Background: an optimization exercise with open tools, aiming at small area. Do not read the settings as production practice. No driver is modelled on the clock port, so clocking that relies on it looks cheaper here than on a real chip.

==> flow/design.v (excerpt) <==
module pellet_tracker (
  input  logic        clk,
  input  logic        rst_n,
  input  logic        frame_tick,
  input  logic        level_start,
  input  logic [9:0]  pm_xpos,
  input  logic [9:0]  pm_ypos,
  output logic [9:0]  rom_addr,
  input  logic [1:0]  rom_pellet,
  output logic        busy,
  output logic        eat_pulse,
  output logic [15:0] score,
  output logic [9:0]  pellets_left,
  output logic        level_clear,
  output logic        power_active
);
Size: about 4,600 cells after synthesis, about 66 I/O pins, ~44,000 um2 of cells after synthesis.
==> flow/config.mk <==
export PLATFORM = sky130hd
export DESIGN_NAME = pellet_tracker
export DESIGN_NICKNAME = pellet_tracker
export VERILOG_FILES = /design/flow/design.v
export SDC_FILE = /design/flow/constraint.sdc
export NUM_CORES = 4
export LEC_CHECK = 0
export ABC_AREA = 1
export CAP_MARGIN = 20
export CORE_MARGIN = 2
export CORE_UTILIZATION = 65
export CTS_BUF_LIST = sky130_fd_sc_hd__clkbuf_16
export CTS_CLUSTER_DIAMETER = 60
export CTS_CLUSTER_SIZE = 30
export GPL_TIMING_DRIVEN = 0
export PLACE_DENSITY = 0.75
export SETUP_SLACK_MARGIN = 0.15
export SLEW_MARGIN = 20
export SYNTH_HIERARCHICAL = 1
==> flow/constraint.sdc <==
create_clock -name core_clock -period 10.0 [get_ports {clk}]
set_input_delay 2.0000 -clock core_clock [delete_from_list [all_inputs] [get_ports {clk}]]
set_output_delay 2.0000 -clock core_clock [all_outputs]
set_load 0.01 [all_outputs]
standard.sh (not shown) runs the stock make flow with config.mk's settings and CLKGATE_MAP_FILE= SYNTH_SCRIPT=/design/flow/synth_recipe.tcl, a recipe that flattens the netlist after the stock synthesis.
==> flow/flow/run.sh <==
#!/bin/bash
set -euo pipefail
CTS="-sink_clustering_enable -repair_clock_nets -dont_use_dummy_load -sink_clustering_size 30 -sink_clustering_max_diameter 90 -buf_list sky130_fd_sc_hd__clkbuf_16"
bash standard.sh "CTS_ARGS=$CTS" "REMOVE_ABC_BUFFERS=1" "BUFFER_PORTS_ARGS=-buffer_cell sky130_fd_sc_hd__buf_2" finish > flow_make.log 2>&1
Edit:
--- a/flow/design.v
+++ b/flow/design.v
@@ -39,49 +39,24 @@
       a <= ~((c | {W{sel[r]}}) & (wdx[W-1:0] | {W{keep[r]}}));   
       b <= a;
       c <= b;
     end
     if (W == 8) begin : g_w8
       assign tap[r] = c;
     end else begin : g_w5
       assign tap[r] = {{(8 - W){pol}}, c};   
     end
   end
-  logic [64*8-1:0] or6;
-  logic [32*8-1:0] or5;
-  logic [16*8-1:0] or4;
-  logic [8*8-1:0] or3;
-  logic [4*8-1:0] or2;
-  logic [2*8-1:0] or1;
-  for (genvar i = 0; i < 64; i++) begin : g_leaf
-    if (i < NR) begin : g_used
-      assign or6[i*8 +: 8] = tap[i] & {8{hot[i]}};
-    end else begin : g_zero
-      assign or6[i*8 +: 8] = '0;
-    end
-  end
-  for (genvar i = 0; i < 32; i++) begin : g_or5
-    assign or5[i*8 +: 8] = or6[2*i*8 +: 8] | or6[(2*i+1)*8 +: 8];
-  end
-  for (genvar i = 0; i < 16; i++) begin : g_or4
-    assign or4[i*8 +: 8] = or5[2*i*8 +: 8] | or5[(2*i+1)*8 +: 8];
-  end
-  for (genvar i = 0; i < 8; i++) begin : g_or3
-    assign or3[i*8 +: 8] = or4[2*i*8 +: 8] | or4[(2*i+1)*8 +: 8];
-  end
-  for (genvar i = 0; i < 4; i++) begin : g_or2
-    assign or2[i*8 +: 8] = or3[2*i*8 +: 8] | or3[(2*i+1)*8 +: 8];
-  end
-  for (genvar i = 0; i < 2; i++) begin : g_or1
-    assign or1[i*8 +: 8] = or2[2*i*8 +: 8] | or2[(2*i+1)*8 +: 8];
+  always_comb begin
+    rdx = '0;
+    for (int i = 0; i < NR; i++) rdx = rdx | (tap[i] & {8{hot[i]}});
   end
-  assign rdx = or1[7:0] | or1[15:8];
   assign rd = rdx ^ {8{pol}};
 endmodule
 module pellet_dec #(
   parameter int NT = 10,
   parameter int NR = 62
 ) (
   input  logic          we,
   input  logic [3:0]    trip,
   input  logic [2:0]    grp,
   output logic [NR-1:0] hot,
@@ -502,24 +477,21 @@
   assign dg = unpack3(m_rd);
   always_comb begin
     case (m_pos)
       3'd0: begin digit = dg[9:8]; pw = 8'd81; end
       3'd1: begin digit = dg[7:6]; pw = 8'd27; end
       3'd2: begin digit = dg[5:4]; pw = 8'd9; end
       3'd3: begin digit = dg[3:2]; pw = 8'd3; end
       default: begin digit = dg[1:0]; pw = 8'd1; end
     endcase
   end
-  logic [7:0] sub1, sub2;
-  assign sub1 = m_rd - pw;
-  assign sub2 = m_rd - {pw[6:0], 1'b0};
-  assign m_new = digit[1] ? sub2 : digit[0] ? sub1 : m_rd;
+  assign m_new = m_rd - (digit[1] ? {pw[6:0], 1'b0} : digit[0] ? pw : 8'd0);
   assign tap_now = look ? a_when == 2'd0
                  : state == pacman_pkg::RD ? when == 2'd1
                  : state == pacman_pkg::EAT && when == 2'd2;
   assign rom_cell = rom_pellet == 2'b11 ? pacman_pkg::CELL_NONE : rom_pellet;
   assign word_in = 8'(acc) * 8'd3 + 8'(rom_cell);
   assign word_done = pos == 3'd4;
   assign load_done = word_done && trip == 4'd10 && grp == 3'd5;
   assign busy = state == pacman_pkg::INIT;
   assign m_we = busy ? word_done : tap_now;
   assign m_wd = busy ? word_in : m_new;
@@ -546,42 +518,42 @@
     else ph <= ph == 2'd2 ? 2'd0 : ph + 2'd1;
   always_ff @(posedge clk)
     if (ph == 2'd2) pol <= ~pol;
   always_ff @(posedge clk or negedge rst_n)
     if (!rst_n) pos <= 3'd5;
     else if (level_start) pos <= 3'd5;
     else if (busy) begin
       if (pos == 3'd5 || (word_done && grp == 3'd5)) pos <= 3'd2;
       else if (word_done) pos <= 3'd0;
       else pos <= pos + 3'd1;
-    end else if (look) pos <= a_pos;
+    end else if (state == pacman_pkg::IDLE) pos <= a_pos;
   always_ff @(posedge clk)
     if (!level_start) begin
       if (busy) begin
         if (pos == 3'd5) begin
           trip <= '0;
           grp <= '0;
           when <= '0;
           acc <= '0;
         end else if (word_done) begin
           acc <= '0;
           grp <= grp == 3'd5 ? 3'd0 : grp + 3'd1;
           if (grp == 3'd5) begin
             when <= when == 2'd2 ? 2'd0 : when + 2'd1;
             if (when == 2'd2) trip <= trip + 4'd1;
           end
         end else acc <= 7'(word_in);
-      end else if (look) begin
+      end else if (state == pacman_pkg::IDLE) begin
         trip <= a_trip;
         grp <= a_grp;
         when <= a_when;
-        if (a_when == 2'd0) acc[1:0] <= digit;
+        acc[1:0] <= digit;
       end else if (state == pacman_pkg::RD && when == 2'd1) acc[1:0] <= digit;
     end
   always_ff @(posedge clk or negedge rst_n)
     if (!rst_n) begin
       rom_addr <= '0;
       score <= '0;
       pellets_left <= '0;
       eat_pulse <= 1'b0;
       level_clear <= 1'b0;
     end else begin
Result: The new run passed the timing, DRC and antenna checks. Synthesized area drops by 0.47%. Maximum frequency drops by 1.5%. First-iteration DRC count climbs by 16%. Setup slack got worse by 140 ps. Global-route usage climbs by 0.64 points. Wire length climbs by 2.6%. Cell area stays flat. Register-to-register slack got worse by 390 ps. Via count stays flat. Core utilization stays flat. Die area drops by 0.47%. Synthesized cell count drops by 1.5%.
Function was not checked in any run of this note: the RTL went through the layout flow alone.

[separate check: timing with driven ports]
How much do the figures lean on ideal ports? The routed layouts below were timed once more, with nothing changed but the port constraints. Step 1 sets driving cells, clkbuf_16 on the clock port and buf_2 on the other inputs (assumed; they add their load-dependent delay and slew). Step 2 adds t to the input delays and takes it off the output delays; t is the mean of the earliest and latest rising clock arrival at the registers after step 1. Input paths then give back, and output paths get back, about the clock's delay inside the block. Three values: ideal, step 1, step 2; two values: the first two.
| run | shift t [ns] | setup WS [ns] | worst setup path at the end | clock arrival spread, ns | worst slew at a driven data input, ns |
|---|---|---|---|---|---|
| the first run | 0.712 | 0.771 / 0.795 / 0.084 | input to register | 0.067 / 0.067 | 0.05 |
| the second run | 0.691 | 0.633 / 0.637 / -0.053 | input to register | 0.103 / 0.103 | 0.07 |
Met with ideal ports but missed after step 2: setup timing in the second run. The setup slack of the first run, which loses most, moves by +0.024 ns with the drivers and by -0.687 ns with both steps.
